This design comes from an exercise in tuning for a short achievable clock period and few clock cycles per item on the open sky130 flow, not from production work.
No functional check of the RTL was part of this run.
No activity file was given, so power comes from the tool's default toggle rates.

File: flow/design.v
package gpio_bus_pkg;
	localparam int ADDR_W        = 32;
	localparam int DATA_W        = 32;
	localparam int BYTE_OFFSET_W = 2;                    
	typedef logic [ADDR_W-1:0] addr_t;                   
	typedef logic [DATA_W-1:0] data_t;                   
	localparam int WORD_COUNT = 8;                       
	typedef logic [$clog2(WORD_COUNT)-1:0] word_index_t;
	typedef logic [WORD_COUNT*DATA_W-1:0]  gpio_vec_t;   
	localparam addr_t GPO_BASE = 32'h0100_0000;          
	localparam addr_t GPI_BASE = 32'h0100_0020;          
	localparam addr_t BANK_BYTES = addr_t'(WORD_COUNT * (DATA_W / 8));
	typedef enum logic [1:0] {
		REGION_GPO,
		REGION_GPI,
		REGION_NONE                                      
	} region_t;
	typedef logic [1:0] wait_count_t;
	localparam wait_count_t WRITE_WAIT = 2'd2;
	localparam wait_count_t READ_WAIT  = 2'd3;
endpackage
module gpio_nor2 (input logic a, b, output logic y);
	assign y = !(a || b);
endmodule
module gpio_nor3 (input logic a, b, c, output logic y);
	assign y = !(a || b || c);
endmodule
module gpio_nor4 (input logic a, b, c, d, output logic y);
	assign y = !(a || b || c || d);
endmodule
module gpio_nand3 (input logic a, b, c, output logic y);
	assign y = !(a && b && c);
endmodule
module gpio_nand4 (input logic a, b, c, d, output logic y);
	assign y = !(a && b && c && d);
endmodule
module gpio_inv (input logic a, output logic y);
	assign y = !a;
endmodule
module gpio_addr_decode (
	input  gpio_bus_pkg::addr_t                 addr,
	input  logic                                valid,
	input  logic                                rnw,
	input  logic                                ready,        
	output logic [gpio_bus_pkg::WORD_COUNT-1:0] write_hit,    
	output logic                                accept,       
	output logic                                read_ok,      
	output logic                                bus_error,    
	output logic [3:0]                          read_index    
);
	logic [29:0] zero_in;
	logic [9:0]  zero_ok;                                
	logic [2:0]  base_n;                                 
	logic [2:0]  index_n;                                
	logic [gpio_bus_pkg::WORD_COUNT-1:0] word_n;         
	assign zero_in = {addr[31:25], addr[23:5], addr[1:0], rnw, ready};
	for (genvar k = 0; k < 10; k++) begin : g_zero
		gpio_nor3 u_nor (.a(zero_in[3*k]), .b(zero_in[3*k+1]), .c(zero_in[3*k+2]), .y(zero_ok[k]));
	end
	gpio_nand4 u_base0 (.a(zero_ok[0]), .b(zero_ok[1]), .c(zero_ok[2]), .d(zero_ok[3]), .y(base_n[0]));
	gpio_nand4 u_base1 (.a(zero_ok[4]), .b(zero_ok[5]), .c(zero_ok[6]), .d(zero_ok[7]), .y(base_n[1]));
	gpio_nand4 u_base2 (.a(zero_ok[8]), .b(zero_ok[9]), .c(valid),      .d(addr[24]),   .y(base_n[2]));
	for (genvar k = 0; k < 3; k++) begin : g_index
		gpio_inv u_inv (.a(addr[2+k]), .y(index_n[k]));
	end
	for (genvar i = 0; i < gpio_bus_pkg::WORD_COUNT; i++) begin : g_word
		gpio_nand3 u_sel (
			.a (((i / 1) % 2 == 1) ? addr[2] : index_n[0]),
			.b (((i / 2) % 2 == 1) ? addr[3] : index_n[1]),
			.c (((i / 4) % 2 == 1) ? addr[4] : index_n[2]),
			.y (word_n[i])
		);
		gpio_nor4 u_hit (.a(base_n[0]), .b(base_n[1]), .c(base_n[2]), .d(word_n[i]), .y(write_hit[i]));
	end
	logic base_hit;                                      
	assign base_hit   = (addr[31:6] == gpio_bus_pkg::GPO_BASE[31:6]) && (addr[1:0] == 2'b00);
	assign accept     = valid && !ready;
	assign read_ok    = accept && rnw && base_hit;
	assign bus_error  = !(base_hit && (rnw || !addr[5]));  
	assign read_index = addr[5:2];
endmodule
module bus_wait_timer (
	input  logic BUS,
	input  logic reset,
	input  logic accept,
	output logic ready
);
	always_ff @(posedge BUS) begin
		if (reset) begin
			ready <= 1'b0;
		end
		else begin
			ready <= accept;                             
		end
	end
endmodule
module gpo_register_bank (
	input  logic                                  BUS,
	input  logic                                  reset,
	input  logic [gpio_bus_pkg::WORD_COUNT-1:0]   write_hit,
	input  gpio_bus_pkg::data_t                   write_data,
	output gpio_bus_pkg::gpio_vec_t               gp_op,
	output logic [gpio_bus_pkg::WORD_COUNT-1:0]   gp_op_valid
);
	always_ff @(posedge BUS) begin
		if (reset) begin
			gp_op       <= '0;
			gp_op_valid <= '0;
		end
		else begin
			gp_op_valid <= write_hit;                    
			for (int i = 0; i < gpio_bus_pkg::WORD_COUNT; i++) begin
				if (write_hit[i]) begin
					gp_op[i*gpio_bus_pkg::DATA_W +: gpio_bus_pkg::DATA_W] <= write_data;
				end
			end
		end
	end
endmodule
module bus_response_regs (
	input  logic                                BUS,
	input  logic                                reset,
	input  logic                                accept,
	input  logic                                read_ok,
	input  logic                                bus_error,
	input  logic [3:0]                          read_index,    
	input  gpio_bus_pkg::gpio_vec_t             gp_op,
	input  gpio_bus_pkg::gpio_vec_t             gp_ip,
	output gpio_bus_pkg::data_t                 read_data,
	output logic                                error
);
	logic [2*gpio_bus_pkg::WORD_COUNT*gpio_bus_pkg::DATA_W-1:0] all_words;
	gpio_bus_pkg::data_t read_sel;
	assign all_words = {gp_ip, gp_op};
	always_comb begin
		read_sel = '0;
		for (int k = 0; k < 2*gpio_bus_pkg::WORD_COUNT; k++) begin
			read_sel = read_sel
				| ({gpio_bus_pkg::DATA_W{read_index == k[3:0]}} & all_words[k*gpio_bus_pkg::DATA_W +: gpio_bus_pkg::DATA_W]);
		end
	end
	always_ff @(posedge BUS) begin
		if (reset) begin
			read_data <= '0;
			error     <= 1'b0;
		end
		else begin
			if (accept) begin
				error <= bus_error;                      
			end
			if (read_ok) begin
				read_data <= read_sel;
			end
		end
	end
endmodule
module gpio_bus_slave (
	input  logic                                BUS,
	input  logic                                reset,
	input  logic                                valid,
	input  logic                                rnw,
	input  gpio_bus_pkg::addr_t                 addr,
	input  gpio_bus_pkg::data_t                 write_data,
	input  gpio_bus_pkg::gpio_vec_t             gp_ip,
	output logic                                ready,
	output logic                                error,
	output gpio_bus_pkg::data_t                 read_data,
	output gpio_bus_pkg::gpio_vec_t             gp_op,
	output logic [gpio_bus_pkg::WORD_COUNT-1:0] gp_op_valid
);
	logic [gpio_bus_pkg::WORD_COUNT-1:0] write_hit;      
	logic                                accept;         
	logic                                read_ok;
	logic                                bus_error;
	logic [3:0]                          read_index;
	gpio_addr_decode u_decode (
		.addr       (addr),
		.valid      (valid),
		.rnw        (rnw),
		.ready      (ready),
		.write_hit  (write_hit),
		.accept     (accept),
		.read_ok    (read_ok),
		.bus_error  (bus_error),
		.read_index (read_index)
	);
	bus_wait_timer u_timer (
		.BUS    (BUS),
		.reset  (reset),
		.accept (accept),
		.ready  (ready)
	);
	gpo_register_bank u_gpo (
		.BUS         (BUS),
		.reset       (reset),
		.write_hit   (write_hit),
		.write_data  (write_data),
		.gp_op       (gp_op),
		.gp_op_valid (gp_op_valid)
	);
	bus_response_regs u_resp (
		.BUS        (BUS),
		.reset      (reset),
		.accept     (accept),
		.read_ok    (read_ok),
		.bus_error  (bus_error),
		.read_index (read_index),
		.gp_op      (gp_op),
		.gp_ip      (gp_ip),
		.read_data  (read_data),
		.error      (error)
	);
endmodule
File: flow/run.sh
#!/bin/bash
# synth_recipe.tcl (not shown) runs the flow's synth.tcl, then flattens the netlist and writes it again
# the make line also repeats each setting of config.mk as NAME=value (left out here)
make -C /OpenROAD-flow-scripts/flow DESIGN_CONFIG=/design/flow/config.mk WORK_HOME=/design/flow/orfs CLKGATE_MAP_FILE= SYNTH_SCRIPT=/design/flow/synth_recipe.tcl finish
File: flow/config.mk
export PLATFORM = sky130hd
export DESIGN_NAME = gpio_bus_slave
export DESIGN_NICKNAME = gpio_bus_slave
export VERILOG_FILES = /design/flow/design.v
export SDC_FILE = /design/flow/constraint.sdc
export NUM_CORES = 4
export LEC_CHECK = 0
export CAP_MARGIN = 20
export CORE_MARGIN = 2
export CORE_UTILIZATION = 40
export SETUP_SLACK_MARGIN = 2.6
export SLEW_MARGIN = 20
export SYNTH_HIERARCHICAL = 1
export SYNTH_MINIMUM_KEEP_SIZE = 0
File: flow/constraint.sdc
create_clock -name core_clock -period 4.0 [get_ports {BUS}]
set_input_delay 0.8000 -clock core_clock [delete_from_list [all_inputs] [get_ports {BUS}]]
set_output_delay 0.8000 -clock core_clock [all_outputs]
set_load 0.01 [all_outputs]
==> results.txt <==
-- synth_stat cells, types with 4 or more instances --
cell,number
sky130_fd_sc_hd__a2111oi_0,6
sky130_fd_sc_hd__a2111oi_1,4
sky130_fd_sc_hd__a211o_1,4
sky130_fd_sc_hd__a211oi_1,25
sky130_fd_sc_hd__a21oi_1,28
sky130_fd_sc_hd__a221oi_1,4
sky130_fd_sc_hd__a221oi_2,5
sky130_fd_sc_hd__a22o_1,32
sky130_fd_sc_hd__a22oi_1,78
sky130_fd_sc_hd__a311oi_1,9
sky130_fd_sc_hd__and2_1,6
sky130_fd_sc_hd__buf_12,24
sky130_fd_sc_hd__buf_2,61
sky130_fd_sc_hd__buf_4,21
sky130_fd_sc_hd__buf_6,40
sky130_fd_sc_hd__clkbuf_1,21
sky130_fd_sc_hd__dfxtp_1,298
sky130_fd_sc_hd__inv_1,5
sky130_fd_sc_hd__mux2_2,5
sky130_fd_sc_hd__mux2i_1,365
sky130_fd_sc_hd__nand2_1,38
sky130_fd_sc_hd__nand2b_1,4
sky130_fd_sc_hd__nand3_1,22
sky130_fd_sc_hd__nand3b_1,6
sky130_fd_sc_hd__nand4_1,4
sky130_fd_sc_hd__nor2_1,341
sky130_fd_sc_hd__nor2_4,4
sky130_fd_sc_hd__nor2b_1,18
sky130_fd_sc_hd__nor3_2,10
sky130_fd_sc_hd__nor4_1,9
sky130_fd_sc_hd__nor4_2,8
sky130_fd_sc_hd__o21ai_0,35
sky130_fd_sc_hd__o21ai_1,6
sky130_fd_sc_hd__o221ai_1,15
sky130_fd_sc_hd__o22ai_1,34
sky130_fd_sc_hd__o41a_1,6
-- flip-flops by register name, summed over array words and instances (netlist names) --
| name | flops |
|---|---|
| u_timer.ready | 1 |
| u_resp.read_data | 32 |
| u_resp.error | 1 |
| u_gpo.gp_op | 256 |
| u_gpo.gp_op_valid | 8 |
-- layout make-up --
class / instances / area (µm²) / area share (%)
Clock buffer: 53 / 1070 / 3.73
Multi-Input combinational cell: 1178 / 9000 / 31.5
Sequential cell: 298 / 6370 / 22.3
Inverter: 6 / 26.3 / 0.0920
Antenna cell: 7 / 17.5 / 0.0613
Clock inverter: 7 / 88.8 / 0.311
Timing Repair Buffer: 1052 / 11300 / 39.7
Tap cell: 518 / 648 / 2.27
-- per-module statistics from Yosys (local to each module, per instance), excerpt --
| module | flip-flops and latches | cells | copies in the design | area, µm² |
|---|---|---|---|---|
| bus_response_regs | 33 | 723 | 1 | 5520 |
| gpio_nand3 | 0 | 1 | 8 | 5.00 |
| gpio_inv | 0 | 1 | 3 | 3.75 |
| gpio_addr_decode | 0 | 18 | 1 | 121 |
| gpio_nand4 | 0 | 1 | 3 | 6.26 |
| gpio_nor4 | 0 | 1 | 8 | 12.5 |
| bus_wait_timer | 1 | 2 | 1 | 33.8 |
| gpo_register_bank | 264 | 877 | 1 | 9860 |
| gpio_nor3 | 0 | 1 | 10 | 10.0 |
-- timing repair --
| action | in CTS | in global routing |
|---|---|---|
| gates resized for setup | 2201 | 146 |
| gates cloned | 34 | 2 |
| buffers inserted | 293 | 47 |
| setup endpoints to repair | 595 | 595 |
| hold buffers | 0 | 0 |
| pin swaps | 50 | 70 |
-- worst max-delay path: stages --
cell and delay (ns):
sky130_fd_sc_hd__buf_8 0.11, sky130_fd_sc_hd__nor3_4 0.16, sky130_fd_sc_hd__nand4_1 0.22, sky130_fd_sc_hd__buf_12 0.23, sky130_fd_sc_hd__buf_6 0.12, sky130_fd_sc_hd__nor4_4 0.38
sky130_fd_sc_hd__buf_6 0.21, sky130_fd_sc_hd__buf_12 0.18, sky130_fd_sc_hd__mux2i_2 0.26, sky130_fd_sc_hd__nor2_1 0.11
-- logic make-up after synthesis --
logic type / share of synthesized area [%]
AND/OR/NAND/NOR: 14.6
buffers and inverters: 9.53
AO/OA/AOI/OAI: 14.6
flip-flops: 37.8
multiplexers: 23.5
-- through the flow --
step	hold WS, ns	utilization (%)
final	0.491	73.5
after global routing	0.509	73.5
after CTS	0.490	71.1
after detailed placement	0.478	56.0
after global placement	0.472	56.0
after floorplan	0.498	-
-- per-layer routing --
metal / vias up / track usage [%] / wire length (µm)
met4: 6 / 28.4 / 8430
li1: 7814 / - / -
met5: - / 0 / 39
met3: 481 / 16.7 / 13300
met2: 1518 / 73.3 / 44300
met1: 9090 / 51.9 / 34200
-- final timing paths --
kind,to,depth (start not counted)
worst max-delay path,u_gpo.gp_op[61],10
worst min-delay path,u_resp.read_data[9],2
worst max register to register,u_gpo.gp_op[61],9
worst min register to register,u_resp.read_data[9],2
-- report_power, final --
part	switching (µW)	internal, µW	total [µW]	leakage [µW]
Sequential	1.88	2960	2960	0.00256
Combinational	570	456	1030	0.00827
Clock	1370	1970	3330	0.000571
Total	1940	5380	7320	0.0114
==> impl_summary.log <==
[metrics] clk sinks: 298
[metrics] post-detailed-route via-to-cell ratio: 6.06
[metrics] Synth async-reset ratio: 0%
[metrics] Synth top area share: 37.8%
[metrics] largest net degree at the start of global routing: 95
[metrics] path type of the worst min-delay path: reg -> reg
[metrics] CTS tree: yes
[metrics] slew of the pin with the lowest slew margin: 0.801 ns
[metrics] status: no timing/DRC/antenna violations
[metrics] post-detailed-placement cell area: 21700 µm²
[metrics] worst ir drop on vdd: 0.285 mV
[metrics] worst rel slew slack: 46.3%
[metrics] residual DRC count: 0
[metrics] MaxCap Viol Count: 0
[metrics] clock network latency to the later pin of the worst-skew pair: 0.54 ns
[metrics] x dimension of the die: 203 µm
[metrics] average wire per standard cell: 32.2 µm
[metrics] num rows: 72
[metrics] top area cells in the synthesized netlist: sky130_fd_sc_hd__dfxtp_1 (38%), sky130_fd_sc_hd__mux2i_1 (23%), sky130_fd_sc_hd__nor2_1 (8.1%)
[metrics] clock transition at the registers of the reported paths: 0.06 ns
[metrics] total of flip-flops plus latches after synthesis: 298
[metrics] Worst Path Arrival: 2.80 ns
[metrics] total number of nets in the final design: 2896
[metrics] Finish-stage setup viols: 0
[metrics] via total after detailed routing: 18900
[metrics] residual overflow from global routing: 0
[metrics] most common flop cell mapped by yosys: sky130_fd_sc_hd__dfxtp_1
[metrics] Post-Syn Instances: 1652
[metrics] FILL cells: 2786
[metrics] Cell variety after synth: 67
[metrics] Avg Synthesized Cell Area: 9.56 µm²
[metrics] largest fanout on the critical path: 8
[metrics] die height: 203 µm
[metrics] Syn Nets: 1976
[metrics] ratio of cells with drive above 1 in the final layout: 48.4%
[metrics] count of placed standard cells in the final layout, fillers left out: 3119
[metrics] Total Negative Setup Slacks: 0 ns
[metrics] half-perimeter wire length after detailed placement: 61.3 mm
[metrics] part of the Yosys area used for sequential elements: 37.8%
[metrics] most used cells in the layout excluding fill and tap cells: sky130_fd_sc_hd__mux2i_1 (355), sky130_fd_sc_hd__buf_6 (336), sky130_fd_sc_hd__nor2_1 (334)
[metrics] Critical Path Start: addr[0]
[metrics] final setup margin: 1.57 ns
[metrics] fmax: 411 MHz
[metrics] beginning of the worst register-to-register path: u_timer.ready
[metrics] Post-DRT Antenna Nets: 0
[metrics] Inserted Clock Buffers: 36
[metrics] DP Worst Slack: 0.587 ns
[metrics] CP Launch Type: input port
[metrics] time the final worst path needs with I/O delays and setup: 2.43 ns
[metrics] setup repair after global routing missed its margin: yes
[metrics] overall die area: 41100 µm²
[metrics] Power Density: 256 nW/µm²
[metrics] placed insts: 2676
[metrics] global placement routability congestion: 0.940
[metrics] Worst Hold Launch: u_resp.read_data[9]
[metrics] overall fraction of global-route tracks in use: 45.8%
[metrics] Area growth syn-to-layout: 80.7%
[metrics] number of I/O port buffers: 621
[metrics] final design area excluding fillers: 28600 µm²
[metrics] static leakage: 0.0114 µW
[metrics] initial standard-cell utilization of the core: 40.7%
[metrics] cell type contributing the most total cell area after synthesis: sky130_fd_sc_hd__dfxtp_1
[metrics] vias in the first global route: 18600
[metrics] root buffer cell: sky130_fd_sc_hd__clkbuf_16
[metrics] Iteration-0 DRC Markers: 2090
[metrics] Worst Path Class, Setup: in -> reg
[metrics] post-layout total power: 7320 µW
[metrics] number of iterations in the first detailed-routing pass: 5
[metrics] H-Tree Level Count: 2
[metrics] critical path data required time: 4.37 ns
[metrics] final worst clock skew: 0.00999 ns
[metrics] most common cell after layout, fill and taps aside: sky130_fd_sc_hd__mux2i_1
[metrics] antenna violations before repair: 9
[metrics] count of pins over their slew limit: 0
[metrics] number of flops mapped to enable cells by yosys: 0
[metrics] clk buf depth: 3
[metrics] warnings from Yosys: 9
[metrics] number of primary I/O pins: 622
[metrics] reg-to-reg setup timing slack: 1.62 ns
[metrics] post-synth design cell area: 15800 µm²
[metrics] wire length of the first global-routing pass: 135 mm
[metrics] hold violation total from the final report: 0
[metrics] final clock period utilization by the worst path: 60.8%
[metrics] routed wire length: 100 mm
[metrics] Core Box Area: 38800 µm²
[metrics] critical path capture point type: flop

afterwards: timing with drivers on the ports:
The results above use ideal ports. As a check the final layout listed here was re-extracted and re-timed, cells and wires unchanged.
Step 1 assumes that a clkbuf_16 drives the clock port and a buf_2 every other input.
Step 2, shift: input delay + t, output delay - t, t = (earliest + latest rising clock arrival at the registers) / 2. This alone moves slack from input paths to output paths.
Slacks: ideal / step 1 / step 2; pairs: ideal / step 1.
shift t [ns]: 0.591
setup slack, ns: 1.567 / 1.491 / 0.900
worst hold slack (ns): 0.491 / 0.491 / 0.491
clock arrival spread, ns: 0.013 / 0.012
slew at the worst register clock pin (ns): 0.07 / 0.07
After both steps setup and hold are still met in this run. For this run, drivers alone change the setup slack by -0.076 ns; drivers and shift together by -0.667 ns.
